Background: an optimization exercise with open tools, aiming at small area, a short achievable clock period and few clock cycles per item. Do not read the settings as production practice. Only simulation tests tie the RTL to the original design; equivalence was not proved. Power is estimated from default activity; no workload was simulated.

$ cat design/flow/config.mk
export PLATFORM = sky130hd
export DESIGN_NAME = md_block_padder
export DESIGN_NICKNAME = md_block_padder
export VERILOG_FILES = /design/flow/design.v
export SDC_FILE = /design/flow/constraint.sdc
export NUM_CORES = 4
export LEC_CHECK = 0
export CAP_MARGIN = 20
export CORE_MARGIN = 2
export CORE_UTILIZATION = 40
export SLEW_MARGIN = 20
$ cat design/flow/constraint.sdc
create_clock -name core_clock -period 5.0 [get_ports {clk}]
set_input_delay 1.0000 -clock core_clock [delete_from_list [all_inputs] [get_ports {clk}]]
set_output_delay 1.0000 -clock core_clock [all_outputs]
set_load 0.01 [all_outputs]
$ cat design/flow/design.v
`default_nettype none
module md_block_padder (
  input  wire logic        clk,
  input  wire logic        rst_n,
  input  wire logic        in_tvalid,
  output logic             in_tready,
  input  wire logic [7:0]  in_tdata,    
  input  wire logic [0:0]  in_tuser,    
  input  wire logic        in_tlast,    
  output logic             out_tvalid,
  input  wire logic        out_tready,
  output logic [39:0]      out_tdata,   
  output logic [0:0]       out_tuser,   
  output logic             out_tlast,   
  input  wire logic        cfg_valid,
  output logic             cfg_ready,
  input  wire logic [0:0]  cfg_data     
);
  localparam logic [1:0] BLK_DATA = 2'd0;   
  localparam logic [1:0] BLK_PAD  = 2'd1;   
  localparam logic [1:0] BLK_MARK = 2'd2;   
  localparam logic [1:0] BLK_LEN  = 2'd3;   
  logic [7:0]  mem [64];
  logic [5:0]  fill_r;      
  logic [54:0] blk_r;       
  logic        pend_r;      
  logic        job_r;       
  logic [1:0]  jt_r;        
  logic [5:0]  lim_r;       
  logic        jlast_r;     
  logic        jfol_r;      
  logic        jdat_r;      
  logic [3:0]  rp_r;        
  logic        len_be_r;
  logic        ov_r;
  logic [31:0] od_r;
  logic [3:0]  oi_r;
  logic        ou_r;
  logic        ol_r;
  logic        rdy_r;       
  logic        acc, wr, complete, tl, load;
  logic [5:0]  fill_n1, n_end;
  logic [31:0] word_nxt;
  logic [63:0] bits;
  logic        ov_n, pend_n, job_n, jlast_n, jfol_n, jdat_n, rdy_n, blk_clr, blk_inc;
  logic [1:0]  jt_n;
  logic [5:0]  fill_n, lim_n;
  logic [3:0]  rp_n;
  assign cfg_ready = 1'b1;
  assign in_tready = rdy_r;
  assign acc       = in_tvalid && rdy_r;
  assign wr        = acc && in_tuser[0];
  assign tl        = acc && in_tlast;
  assign fill_n1   = fill_r + 6'd1;
  assign complete  = wr && (fill_r == 6'd63);
  assign n_end     = wr ? fill_n1 : fill_r;
  assign load      = job_r && (!ov_r || out_tready);
  assign bits = {blk_r, lim_r, 3'b000};
  always_comb begin
    logic [5:0] pos;
    logic [2:0] k;
    for (int l = 0; l < 4; l++) begin
      pos = {rp_r, 2'(l)};
      k   = pos[2:0];
      if (len_be_r) k = ~k;
      if ((jt_r == BLK_DATA) || ((jt_r != BLK_LEN) && (pos < lim_r))) begin
        word_nxt[8*l +: 8] = mem[pos];
      end else if ((jt_r != BLK_LEN) && (pos == lim_r)) begin
        word_nxt[8*l +: 8] = 8'h80;
      end else if ((jt_r != BLK_MARK) && (pos[5:3] == 3'd7)) begin
        word_nxt[8*l +: 8] = bits[{k, 3'b000} +: 8];
      end else begin
        word_nxt[8*l +: 8] = 8'h00;
      end
    end
  end
  always_comb begin
    ov_n    = load || (ov_r && !out_tready);
    pend_n  = pend_r;
    job_n   = job_r;
    jt_n    = jt_r;
    lim_n   = lim_r;
    jlast_n = jlast_r;
    jfol_n  = jfol_r;
    jdat_n  = jdat_r;
    rp_n    = rp_r;
    fill_n  = fill_r;
    blk_clr = 1'b0;
    blk_inc = 1'b0;
    if (load) begin
      rp_n = rp_r + 4'd1;
      if (rp_r == 4'd15) begin
        if (jfol_r) begin
          jt_n    = (jt_r == BLK_DATA) ? BLK_PAD : BLK_LEN;
          if (jt_r == BLK_DATA) lim_n = '0;
          jlast_n = 1'b1;
          jfol_n  = 1'b0;
          jdat_n  = 1'b0;
        end else begin
          job_n = 1'b0;
          if ((jt_r == BLK_PAD) || (jt_r == BLK_LEN)) blk_clr = 1'b1;
        end
      end
    end
    if (wr) fill_n = fill_n1;
    if (complete) begin
      blk_inc = 1'b1;
      job_n   = 1'b1;
      jt_n    = BLK_DATA;
      jlast_n = !in_tlast;
      jfol_n  = in_tlast;
      jdat_n  = 1'b1;
    end else if (tl) begin
      if (job_r) begin
        pend_n = 1'b1;
      end else begin
        job_n   = 1'b1;
        jt_n    = (n_end[5:3] == 3'd7) ? BLK_MARK : BLK_PAD;
        lim_n   = n_end;
        jlast_n = (n_end[5:3] != 3'd7);
        jfol_n  = (n_end[5:3] == 3'd7);
        jdat_n  = (n_end != 6'd0);
        fill_n  = '0;
      end
    end
    if (pend_r && !job_r) begin
      pend_n  = 1'b0;
      job_n   = 1'b1;
      jt_n    = (fill_r[5:3] == 3'd7) ? BLK_MARK : BLK_PAD;
      lim_n   = fill_r;
      jlast_n = (fill_r[5:3] != 3'd7);
      jfol_n  = (fill_r[5:3] == 3'd7);
      jdat_n  = (fill_r != 6'd0);
      fill_n  = '0;
    end
    rdy_n = !pend_n &&
            !(job_n && ((jdat_n && ((rp_n < fill_n[5:2]) || ((rp_n == fill_n[5:2]) && ov_n))) ||
                        (fill_n == 6'd63)));
  end
  always_ff @(posedge clk) begin
    if (wr) mem[fill_r] <= in_tdata;
  end
  always_ff @(posedge clk) begin
    if (load) begin
      od_r <= word_nxt;
      oi_r <= rp_r;
      ou_r <= (jt_r == BLK_PAD) || (jt_r == BLK_LEN);
      ol_r <= jlast_r && (rp_r == 4'd15);
    end
  end
  always_ff @(posedge clk) begin
    if (!rst_n) begin
      ov_r     <= 1'b0;
      fill_r   <= '0;
      blk_r    <= '0;
      pend_r   <= 1'b0;
      job_r    <= 1'b0;
      jt_r     <= BLK_DATA;
      lim_r    <= '0;
      jlast_r  <= 1'b0;
      jfol_r   <= 1'b0;
      jdat_r   <= 1'b0;
      rp_r     <= '0;
      rdy_r    <= 1'b0;
      len_be_r <= 1'b0;
    end else begin
      if (cfg_valid) len_be_r <= cfg_data[0];
      ov_r    <= ov_n;
      fill_r  <= fill_n;
      pend_r  <= pend_n;
      job_r   <= job_n;
      jt_r    <= jt_n;
      lim_r   <= lim_n;
      jlast_r <= jlast_n;
      jfol_r  <= jfol_n;
      jdat_r  <= jdat_n;
      rp_r    <= rp_n;
      rdy_r   <= rdy_n;
      if (blk_clr) blk_r <= '0;
      else if (blk_inc) blk_r <= blk_r + 55'd1;
    end
  end
  assign out_tvalid = ov_r;
  assign out_tdata  = {4'h0, oi_r, od_r};
  assign out_tuser  = ou_r;
  assign out_tlast  = ol_r;
endmodule
`default_nettype wire
$ cat design/flow/run.sh
#!/bin/bash
# synth_recipe.tcl (not shown) runs the flow's synth.tcl, then flattens the netlist and writes it again
# the make line also repeats each setting of config.mk as NAME=value (left out here)
make -C /OpenROAD-flow-scripts/flow DESIGN_CONFIG=/design/flow/config.mk WORK_HOME=/design/flow/orfs CLKGATE_MAP_FILE= SYNTH_SCRIPT=/design/flow/synth_recipe.tcl finish
==> flow_summary.ini, run 1 <==
[run_status]
outcome = no timing/DRC/antenna violations

[clock_tree]
cts_tree = built
cts.path.max_buffers = 3
cts_root_buf = clkbuf_16
clock-sinks = 631
cts_resized = 0
cts-hold-fix-buffers = 0
htreeDepth = 3
clk_transition_reported_paths_ns = 0.06
postCtsSetupBuffers = 0
clk_latency_ns = 0.61
numCtsBuffers = 67

[yosys]
synth.most_common_cell = edfxtp_1
synth-seq-area-share_pct = 68.9
synthTopCellsByCount = edfxtp_1 (550), mux4_2 (185), nor2_1 (177), dfxtp_1 (81), inv_1 (59)
synth_cell_types = 57
synth_top_area_share_pct = 62.7
yosysWarnings = 1
synth_top_area_cell = edfxtp_1
synth_area_mm2 = 0.0263
async_flop_share_pct = 0
synth-edff-count = 550
synthFlopType = edfxtp_1
synth_cells = 1539
synth_seq_cells = 631
ys_top_cells_by_area = edfxtp_1 (63%), mux4_2 (16%), dfxtp_1 (6.2%)
syn_area_per_cell_um2 = 17.1

[placement]
placed_area_mm2 = 0.0278
post-place-ws_ns = 1.04
place_inst = 2393
dpl.hpwl_um = 39500
portBuffers = 55
routabilityCongestion = 0.856

[worst_setup_path]
r2r-start = rp_r[0]
required_ns = 5.24
worst_setup_path_end_kind = register
worstPathMaxFanout = 13
critPathKind = in -> reg
critPathLaunchType = primary input
arrival_ns = 3.57
crit_path_start = in_tvalid

[finish]
fillCellCount = 5520
finalNonFillerCells = 2515
antenna_cells = 0
drive_gt1_share_pct = 21.1
final_cell_area_mm2 = 0.0299
fin_nets = 1627
fin_util_pct = 45.7
area_delta_synth_final_pct = 13.6

[timing]
worst_pin_slew_ns = 1.02
max-slew-margin-rel_pct = 32.1
period_share_pct = 66.5
setup_viol = 0
fin_crit_ns = 3.33
rsz0062_at_grt = no
max_freq_mhz = 301
finalSetupTns_ns = 0
finalHoldViolations = 0
finClkSkew_ns = 0.0163
finalWorstSetupSlack_ns = 1.67
slew_violations = 0
holdWs_ns = 0.550

[global_route]
grt_antenna_before_repair = 1
grt_pass1_wl_um = 92300
gr-total-overflow = 0
grt_usage_pct = 18.6
grt_pass1_vias = 13900
grt_max_degree = 65

[detailed_routing]
postRouteAntennaNets = 0
firstDrtPassIters = 5
via_count = 14100
wirelength_um = 62100
wl_per_cell_um = 24.7
drc_errors = 0
via_per_inst = 5.59
drt_iter0_drc = 1508

[floorplan]
die_y_um = 261
fp.dieArea_mm2 = 0.0679
ios = 61
start_util_pct = 40.2
coreArea_mm2 = 0.0655
fp-row-count = 94
die_w_um = 261

[worst_hold_path]
holdCritStartpoint = blk_r[1]
hp-class = reg -> reg

[job]
maxCapViolations = 0

[pwr]
leakagePower_nw = 9.06
irDropWorstVdd_mv = 0.190
power_mw = 11.2
pwr_density_cell_mw_per_mm2 = 373
## final timing paths
kind	to	slack, ns	depth (start not counted)
setup / recovery	mem[13][3]	1.67	4
hold / removal	blk_r[1]	0.55	2
setup reg to reg	od_r[13]	1.75	8
hold reg to reg	blk_r[1]	0.55	2
## cell type report
| cell class | instances | area [µm²] | share of cell area (%) |
|---|---|---|---|
| multi-input combinational | 760 | 7580 | 25.3 |
| clock inverter | 35 | 353 | 1.18 |
| inverter | 59 | 221 | 0.740 |
| timing repair buffer | 79 | 728 | 2.43 |
| sequential | 631 | 18100 | 60.6 |
| clock buffer | 87 | 1810 | 6.06 |
| tap | 864 | 1080 | 3.61 |
## cells in the final DEF, fill, tap and decap left out, types with 17 or more instances in the layout
cell             count
a21oi_1             26
buf_4               21
clkbuf_16           69
clkdlybuf4s50_1     47
dfxtp_1             76
edfxtp_1           550
inv_1               59
mux4_2             185
nand2_1             55
nand3_1             26
nand4_1             24
nor2_1             177
nor3_1              21
o21ai_0             17
xnor2_1             52
## flip-flops by register name (all words and copies together), names as in the netlist, 2 cells and up
name,count
blk_r,55
oi_r,4
rp_r,4
fill_r,6
mem,512
lim_r,6
od_r,32
jt_r,2
## where the power goes
| part | internal (mW) | switching [mW] |
|---|---|---|
| combinational | 0.200 | 0.264 |
| sequential | 5.75 | 0.0402 |
| clock | 2.89 | 2.03 |
| total | 8.83 | 2.33 |
## cell families after synthesis
group,count (synthesis),share of synthesized area (%)
fa+ha+maj,17,0.770
buf+inv,151,2.45
xor+xnor,61,2.03
flops,631,68.9
other cells,2,0.0285
compound gates,104,2.60
mux,195,16.2
simple gates,378,7.05
## worst max-delay path, stage by stage
cell and delay, ns:
clkdlybuf4s50_1 0.58, and3_1 0.52, nand4_1 0.66, nor2_1 0.80
## layer usage
metal	share of wire [%]	vias to the layer above	routed length [µm]	global-route usage, %
met2	47	493	29100	28.7
met3	6.9	86	4310	3.76
li1	-	6159	-	-
met4	2.4	2	1470	6.11
met1	44	7325	27200	26.6
met5	0.013	-	8	0
Testbench counts, summed over its fixed seeds: cycles 36,349, bytes 33,373.
==> run 2: changes to the inputs <==
--- a/design/flow/config.mk
+++ b/design/flow/config.mk
@@ -10,2 +10,3 @@
 export CORE_UTILIZATION = 40
+export SETUP_SLACK_MARGIN = 2.8
 export SLEW_MARGIN = 20
==> run 2 against run 1 <==
Against the previous run:
- clock power hardly changed
- still clean
- clock skew up 0.0093 ns
- via count is 5.3% higher
- critical path depth is 2 higher
- highest routed layer is now met4
- sequential cell count did not move
==> flow_summary.ini, run 2 <==
[yosys]
synth.most_common_cell = edfxtp_1
async_flop_share_pct = 0
synth_area_mm2 = 0.0263
synth_top_area_cell = edfxtp_1
syn_area_per_cell_um2 = 17.1
synth_top_area_share_pct = 62.7
synthTopCellsByCount = edfxtp_1 (550), mux4_2 (185), nor2_1 (177), dfxtp_1 (81), inv_1 (59)
yosysWarnings = 1
synth_seq_cells = 631
synthFlopType = edfxtp_1
synth_cells = 1539
synth-edff-count = 550
ys_top_cells_by_area = edfxtp_1 (63%), mux4_2 (16%), dfxtp_1 (6.2%)
synth_cell_types = 57
synth-seq-area-share_pct = 68.9

[detailed_routing]
via_count = 14800
drc_errors = 0
drt_iter0_drc = 1392
postRouteAntennaNets = 0
firstDrtPassIters = 6
wirelength_um = 67400
wl_per_cell_um = 25.5
via_per_inst = 5.61

[clock_tree]
htreeDepth = 3
clk_latency_ns = 0.60
clk_transition_reported_paths_ns = 0.06
numCtsBuffers = 68
cts.path.max_buffers = 3
cts_tree = built
cts_root_buf = clkbuf_16
clock-sinks = 631
cts-hold-fix-buffers = 0

[pwr]
internal-power_mw = 8.93
combPwrFrac_pct = 6.0
pwr_density_cell_mw_per_mm2 = 346
leakagePower_nw = 10.5
irDropWorstVdd_mv = 0.185
p_sw_mw = 2.42
swShare_pct = 21.3
power_frac_clock_pct = 43.2
seqPwrFrac_pct = 50.8
power_mw = 11.4

[global_route]
grt_antenna_before_repair = 0
grt_pass1_wl_um = 98600
gr-total-overflow = 0
grt_max_degree = 65
grt_pass1_vias = 14700
grt_usage_pct = 19.9

[finish]
mostFrequentLayoutCells = edfxtp_1 (550), mux4_2 (185), nor2_1 (99), buf_4 (88), clkbuf_16 (72)
finalNonFillerCells = 2641
final_cell_area_mm2 = 0.0328
largest-register = mem
fin_nets = 1753
drive_gt1_share_pct = 40.6
largest_register_ffs = 512
antenna_cells = 0
largest_registers = mem: 512 flops, blk_r: 55 flops, od_r: 32 flops
final_common_cell = edfxtp_1
area_delta_synth_final_pct = 24.5

[floorplan]
start_util_pct = 40.2
die_y_um = 261
die_w_um = 261
fp-row-count = 94
ios = 61
coreArea_mm2 = 0.0655
fp.dieArea_mm2 = 0.0679

[worst_hold_path]
hp-class = reg -> reg

[placement]
portBuffers = 55
dpl.hpwl_um = 38700
place_inst = 2396
routabilityCongestion = 0.850
post-place-ws_ns = 1.20
placed_area_mm2 = 0.0285

[worst_setup_path]
critPathKind = reg -> reg
worst_setup_path_end_kind = register
worstPathMaxFanout = 6
required_ns = 5.34
critPathLaunchType = register
arrival_ns = 2.83

[timing]
max-slew-margin-rel_pct = 32.6
worst_pin_slew_ns = 1.01
finalHoldViolations = 0
fin_crit_ns = 2.49
max_freq_mhz = 402
rsz0062_at_grt = yes
setup_viol = 0
finalWorstSetupSlack_ns = 2.51
finalSetupTns_ns = 0
slew_violations = 0
period_share_pct = 49.8
finClkSkew_ns = 0.0256

[job]
maxCapViolations = 0

[run_status]
outcome = no timing/DRC/antenna violations
run 2: cell counts after synthesis:
No cell type changed its count.
run 2: cells by family (layout without fill, tap and decap cells):
group           count (synthesis)  count (layout)  synth area share, %
simple gates                  378             383                 7.05
xor+xnor                       61              61                 2.03
buf+inv                       151             379                 2.45
fa+ha+maj                      17              19                0.770
flops                         631             631                 68.9
other cells                     2               5               0.0285
compound gates                104             104                 2.60
mux                           195             195                 16.2
run 2: worst paths after layout:
| check | endpoint | slack, ns | depth (start not counted) | startpoint |
|---|---|---|---|---|
| hold / removal | blk_r[1] | 0.55 | 2 | blk_r[1] |
| setup reg to reg | od_r[21] | 2.51 | 6 | rp_r[0] |
| hold reg to reg | blk_r[1] | 0.55 | 2 | blk_r[1] |
| setup / recovery | od_r[21] | 2.51 | 6 | rp_r[0] |
run 2: stage by stage:
step / hold slack (ns) / utilization [%]
after floorplan: 0.435 / -
after global placement: 0.524 / 43.4
after detailed placement: 0.536 / 43.4
after CTS: 0.546 / 49.0
after global routing: 0.590 / 50.1
final: 0.547 / 50.1
run 2: cell type report:
type	count	area (µm²)
repair buffers	197	2140
flip-flops and latches	631	18200
inverters	59	241
clock inverters	36	327
multi-input cells	767	8990
well taps	864	1080
clock buffers	87	1840
fillers	5242	32700
run 2: critical path, stage by stage, from the launching register on:
cell     delay, ns
dfxtp_4       0.44
buf_12        0.17
buf_12        0.13
mux4_2        0.54
mux4_2        0.55
nor2b_4       0.15
a41o_1        0.23
run 2: per-layer routing:
metal	global-route usage, %	routed length, µm	up-vias
li1	-	-	6474
met1	27.6	28700	7747
met2	33.2	33700	510
met3	3.11	3770	76
met4	4.81	1220	0
met5	0	0	-
run 2: power groups by stage:
| stage | clock, mW | combinational, mW | sequential (mW) |
|---|---|---|---|
| CTS | 4.98 | 0.633 | 5.76 |
| detailed placement | 0 | 0.486 | 5.89 |
| finish | 4.91 | 0.683 | 5.76 |
| global placement | 0 | 0.481 | 5.89 |
| floorplan | 0 | 0.315 | 5.87 |
| global route | 5.19 | 0.725 | 5.76 |
run 2: repair_timing:
| action | CTS | global route |
|---|---|---|
| setup buffers | 64 | 36 |
| setup endpoints to repair | 659 | 190 |
| pin swaps | 35 | 31 |
| gates cloned | 17 | 5 |
| resized for setup | 332 | 79 |

## port drivers added, routing unchanged
The flow's constraints put no driver on any port. The routed layouts listed below were extracted and timed again, unchanged, in two steps.
Step 1, drivers: a clkbuf_16 drives clk and a buf_2 each remaining input, both assumed.
Step 2 times the ports against the registers' clock, not the clock port: input delays grow and output delays shrink by t, the midpoint of the rising clock arrivals with the driver on.
Three values: ideal ports, drivers, drivers and shift; two values: the first two.
run | shift t [ns] | setup WS [ns] | hold WS [ns] | slew at the worst register clock pin (ns) | pins driven straight from the clock port
run 1 | 0.667 | 1.675 / 1.669 / 1.002 | 0.550 / 0.550 / 0.550 | 0.06 / 0.06 | 1
run 2 | 0.647 | 2.510 / 2.510 / 2.044 | 0.547 / 0.547 / 0.547 | 0.06 / 0.06 | 1
After both steps setup and hold are still met in every run listed. The setup slack of run 1, which loses most, moves by -0.006 ns with the drivers and by -0.673 ns with both steps.
